Source: an optimization exercise on an open RTL-to-GDS flow (aim: small area). Production flows keep margins and buffers that such runs may drop. Function was checked by simulation only, so behaviour that the tests miss may differ from the original. No activity file was given, so power comes from the tool's default toggle rates.

## the reference run
==> flow/design.v (excerpt) <==
module conflict_serializer #(
   parameter int NUM_CORES         = 8,
   parameter int LIST_DEPTH        = 16,
   parameter int ALMOST_FULL_LEVEL = 12
) (
   input  logic                      clk,
   input  logic                      rstn,
   input  logic                      m_valid,
   input  logic [33:0]               m_task,
   input  logic [3:0]                m_slot,
   output logic                      m_ready,
   input  logic [NUM_CORES-1:0]      s_req,
   input  logic [2*NUM_CORES-1:0]    s_req_type,
   output logic [NUM_CORES-1:0]      s_grant,
   output logic [33:0]               s_task,
   output logic [3:0]                s_slot,
   input  logic                      fin_valid,
   input  logic [3:0]                fin_core,
   output logic                      almost_full,
   output logic                      all_cores_idle
);
For scale: about 2900 cells after synthesis, about 780 flip-flops, about 120 I/O pins, ~37000 sq um of cells after synthesis.
clock: 7.0 ns
lec_check: 0
cap_margin: 20
core_margin: 2
core_utilization: 60
place_density: 0.75
slew_margin: 20
standard.sh (not shown) runs the stock make flow with config.mk's settings and CLKGATE_MAP_FILE= SYNTH_SCRIPT=/design/flow/synth_recipe.tcl, a recipe that flattens the netlist after the stock synthesis.
==> flow/flow/run.sh <==
#!/bin/bash
# standard layout; clock tree without dummy loads and with larger sink clusters; small port buffers
bash standard.sh "BUFFER_PORTS_ARGS=-buffer_cell sky130_fd_sc_hd__buf_1" "CTS_ARGS=-sink_clustering_enable -repair_clock_nets -dont_use_dummy_load -sink_clustering_size 20 -sink_clustering_max_diameter 40 -buf_list sky130_fd_sc_hd__clkbuf_8" finish > standard.log 2>&1
Input-level comparison between the trial run and the reference run:
==> flow/flow/run.sh <==
#!/bin/bash
# standard layout; clock tree without dummy loads and with larger sink clusters; small port buffers
bash standard.sh "BUFFER_PORTS_ARGS=-buffer_cell sky130_fd_sc_hd__buf_1" "CTS_ARGS=-sink_clustering_enable -repair_clock_nets -dont_use_dummy_load -sink_clustering_size 16 -sink_clustering_max_diameter 50 -buf_list sky130_fd_sc_hd__clkbuf_8 -tree_buf sky130_fd_sc_hd__clkbuf_4 -root_buf sky130_fd_sc_hd__clkbuf_8" finish > standard.log 2>&1
Results
The reference run was larger in final cell area than the trial run. Looking at the trial run and the reference run, the global-route wire length before repair is a wash. For the routed wirelength normalized by instance count, the trial run came in 0.57% higher than the reference run did. Going from the reference run to the trial run, DRC marker count from the first detailed-route iteration climbed 18, global routing usage summed across all routing layers barely changed, worst setup slack dropped 58 ps, width of the chip barely changed, share of post-route cells with drive strength above 1 dropped 0.75 points. In the trial run, share of the final layout cell area in sequential cells is higher than in the reference run. In the trial run, the power density normalized to cell area came out 3.0% below the value in the reference run.

Setup of alpha:
Another version of the RTL of conflict_serializer (not shown whole).
For scale: ~2800 cells after synthesis, roughly 780 flip-flops, about 120 I/O pins, roughly 0.037 mm2 of cells after synthesis.
==> flow/config.mk <==
export PLATFORM = sky130hd
export DESIGN_NAME = conflict_serializer
export DESIGN_NICKNAME = conflict_serializer
export VERILOG_FILES = /design/flow/design.v
export SDC_FILE = /design/flow/constraint.sdc
export NUM_CORES = 4
export LEC_CHECK = 0
export CAP_MARGIN = 20
export CORE_MARGIN = 2
export CORE_UTILIZATION = 60
export PLACE_DENSITY = 0.75
export SLEW_MARGIN = 20
==> flow/constraint.sdc <==
create_clock -name core_clock -period 7.0 [get_ports {clk}]
set_input_delay 1.4000 -clock core_clock [delete_from_list [all_inputs] [get_ports {clk}]]
set_output_delay 1.4000 -clock core_clock [all_outputs]
set_load 0.01 [all_outputs]
==> flow/flow/run.sh <==
#!/bin/bash
# standard layout; clock tree without dummy loads and with larger sink clusters; small port buffers
bash standard.sh "BUFFER_PORTS_ARGS=-buffer_cell sky130_fd_sc_hd__buf_1" "CTS_ARGS=-sink_clustering_enable -repair_clock_nets -dont_use_dummy_load -sink_clustering_size 8 -sink_clustering_max_diameter 40 -buf_list sky130_fd_sc_hd__clkbuf_4" finish > standard.log 2>&1
--- input diff alpha..beta ---
# alpha
export LEC_CHECK = 0
export CAP_MARGIN = 20
export CORE_MARGIN = 2
export CORE_UTILIZATION = 60
export PLACE_DENSITY = 0.75
export SLEW_MARGIN = 20
create_clock -name core_clock -period 7.0 [get_ports {clk}]
# beta
export LEC_CHECK = 0
export CAP_MARGIN = 20
export CORE_MARGIN = 2
export CORE_UTILIZATION = 70
export PLACE_DENSITY = 0.85
export SLEW_MARGIN = 20
create_clock -name core_clock -period 7.0 [get_ports {clk}]
==> flow/flow/run.sh <==
#!/bin/bash
# standard layout; clock tree without dummy loads and with larger sink clusters; small port buffers
bash standard.sh RECOVER_POWER=100 "BUFFER_PORTS_ARGS=-buffer_cell sky130_fd_sc_hd__buf_1" "CTS_ARGS=-sink_clustering_enable -repair_clock_nets -dont_use_dummy_load -sink_clustering_size 10 -sink_clustering_max_diameter 40 -buf_list sky130_fd_sc_hd__clkbuf_4" finish > standard.log 2>&1
### Flow results
- Among alpha and beta, a clean, completed layout was produced by alpha alone.
- To summarise beta: no stage aborted, but the layout did not pass its checks, failing on capacitance limit, slew limit.
- Going from alpha to beta, total CTS buffers shrank by more than 10%.
- Sort alpha and beta by utilization desc -> top: beta
- | total power | lower: beta |
- beta vs alpha: number of global-route vias before repair up
- beta ends up with higher global-route usage than alpha does.
- NOTE: global-route wire length before repair in beta falls short of that of alpha
- Status: total setup buffers inserted after CTS parity (beta, alpha)
Input-level comparison between gamma and beta:
# beta
export LEC_CHECK = 0
export CAP_MARGIN = 20
export CORE_MARGIN = 2
export CORE_UTILIZATION = 70
export PLACE_DENSITY = 0.85
export SLEW_MARGIN = 20
create_clock -name core_clock -period 7.0 [get_ports {clk}]
# gamma
export LEC_CHECK = 0
export CAP_MARGIN = 20
export CORE_MARGIN = 2
export CORE_UTILIZATION = 60
export PLACE_DENSITY = 0.75
export SLEW_MARGIN = 20
create_clock -name core_clock -period 7.0 [get_ports {clk}]
==> flow/flow/run.sh <==
#!/bin/bash
# standard layout; clock tree without dummy loads and with larger sink clusters; small port buffers
bash standard.sh "BUFFER_PORTS_ARGS=-buffer_cell sky130_fd_sc_hd__buf_1" "CTS_ARGS=-sink_clustering_enable -repair_clock_nets -dont_use_dummy_load -sink_clustering_size 16 -sink_clustering_max_diameter 50 -buf_list sky130_fd_sc_hd__clkbuf_8" finish > standard.log 2>&1
--- outcome ---
- In summary, gamma completed successfully, with a layout that passed the timing, design-rule and antenna checks.
- Compared with beta, in gamma post-route clock period utilization lower; proportion of power drawn by the clock network has increased; area of the core went up about 17%; count of non-filler cells in the finished layout increased by 124 relative to the old numbers.
- Compared with beta, gamma shows a clock-buffer cell count that is 29 lower.
- Of gamma and beta, the lower number of detailed-route iterations in the first pass belongs to gamma.
- Looking at data arrival at the endpoint of the critical path, gamma sits 850 ps higher than beta does.
- Against beta, the final cell area of gamma is higher.
- The setup slack of gamma is larger than that of beta.
- When gamma is measured against beta, its slew at the pin closest to its max-slew limit turns out 2850 ps lower.
Inputs modified between gamma and delta:
# gamma
export LEC_CHECK = 0
export CAP_MARGIN = 20
export CORE_MARGIN = 2
export CORE_UTILIZATION = 60
export PLACE_DENSITY = 0.75
export SLEW_MARGIN = 20
create_clock -name core_clock -period 7.0 [get_ports {clk}]
# delta
export LEC_CHECK = 0
export CAP_MARGIN = 20
export CORE_MARGIN = 2
export CORE_UTILIZATION = 70
export PLACE_DENSITY = 0.85
export SLEW_MARGIN = 20
create_clock -name core_clock -period 7.0 [get_ports {clk}]
==> flow/flow/run.sh <==
#!/bin/bash
# standard layout; clock tree without dummy loads and with larger sink clusters; small port buffers
bash standard.sh "BUFFER_PORTS_ARGS=-buffer_cell sky130_fd_sc_hd__buf_1" "CTS_ARGS=-sink_clustering_enable -repair_clock_nets -dont_use_dummy_load -sink_clustering_size 8 -sink_clustering_max_diameter 40 -buf_list sky130_fd_sc_hd__clkbuf_4" finish > standard.log 2>&1
Findings:
Compared to gamma, delta has proportion of power drawn by the clock network 1.3 points lower. Between gamma and delta, the initial core utilization is higher for delta. Lower combinational share of power was reported by gamma, not delta. nor3b_1 as the critical-path cell with the highest stage delay was reported by gamma, and nor4b_1 by delta. gamma reports its capturing instance or port of the critical path as gpos_q[10]$_SDFF_PN0_ while delta reports gpos_q[14]$_SDFF_PN0_. Re final area: delta is 1.0% down on gamma.

## what the ideal ports hide
Ports are ideal in the flow. The routed layouts listed here were re-timed in OpenROAD.
Step 1, drivers: a clkbuf_16 drives clk and a buf_2 each remaining input, both assumed.
Step 2 adds t to the input delays and takes it off the output delays; t is the mean of the earliest and latest rising clock arrival at the registers after step 1. Input paths then give back, and output paths get back, about the clock's delay inside the block.
a / b / c = ideal / step 1 / step 2; a / b = the first two.
| run | t, ns | setup slack, ns | worst slew at a driven data input, ns | cell pins on the clock port's net |
|---|---|---|---|---|
| the reference run | 0.777 | 0.676 / 0.676 / 0.519 | 0.09 | 1 |
| the trial run | 0.734 | 0.617 / 0.617 / 0.607 | 0.09 | 1 |
| alpha | 1.073 | 1.509 / 1.450 / 0.770 | 0.06 | 1 |
| beta | 0.974 | 0.347 / 0.288 / -0.277 | 0.14 | 1 |
| gamma | 0.754 | 1.498 / 1.498 / 0.785 | 0.06 | 1 |
| delta | 1.028 | 0.845 / 0.845 / 0.431 | 0.13 | 1 |
For alpha, which loses most, drivers alone change the setup slack by -0.059 ns; drivers and shift together by -0.739 ns.
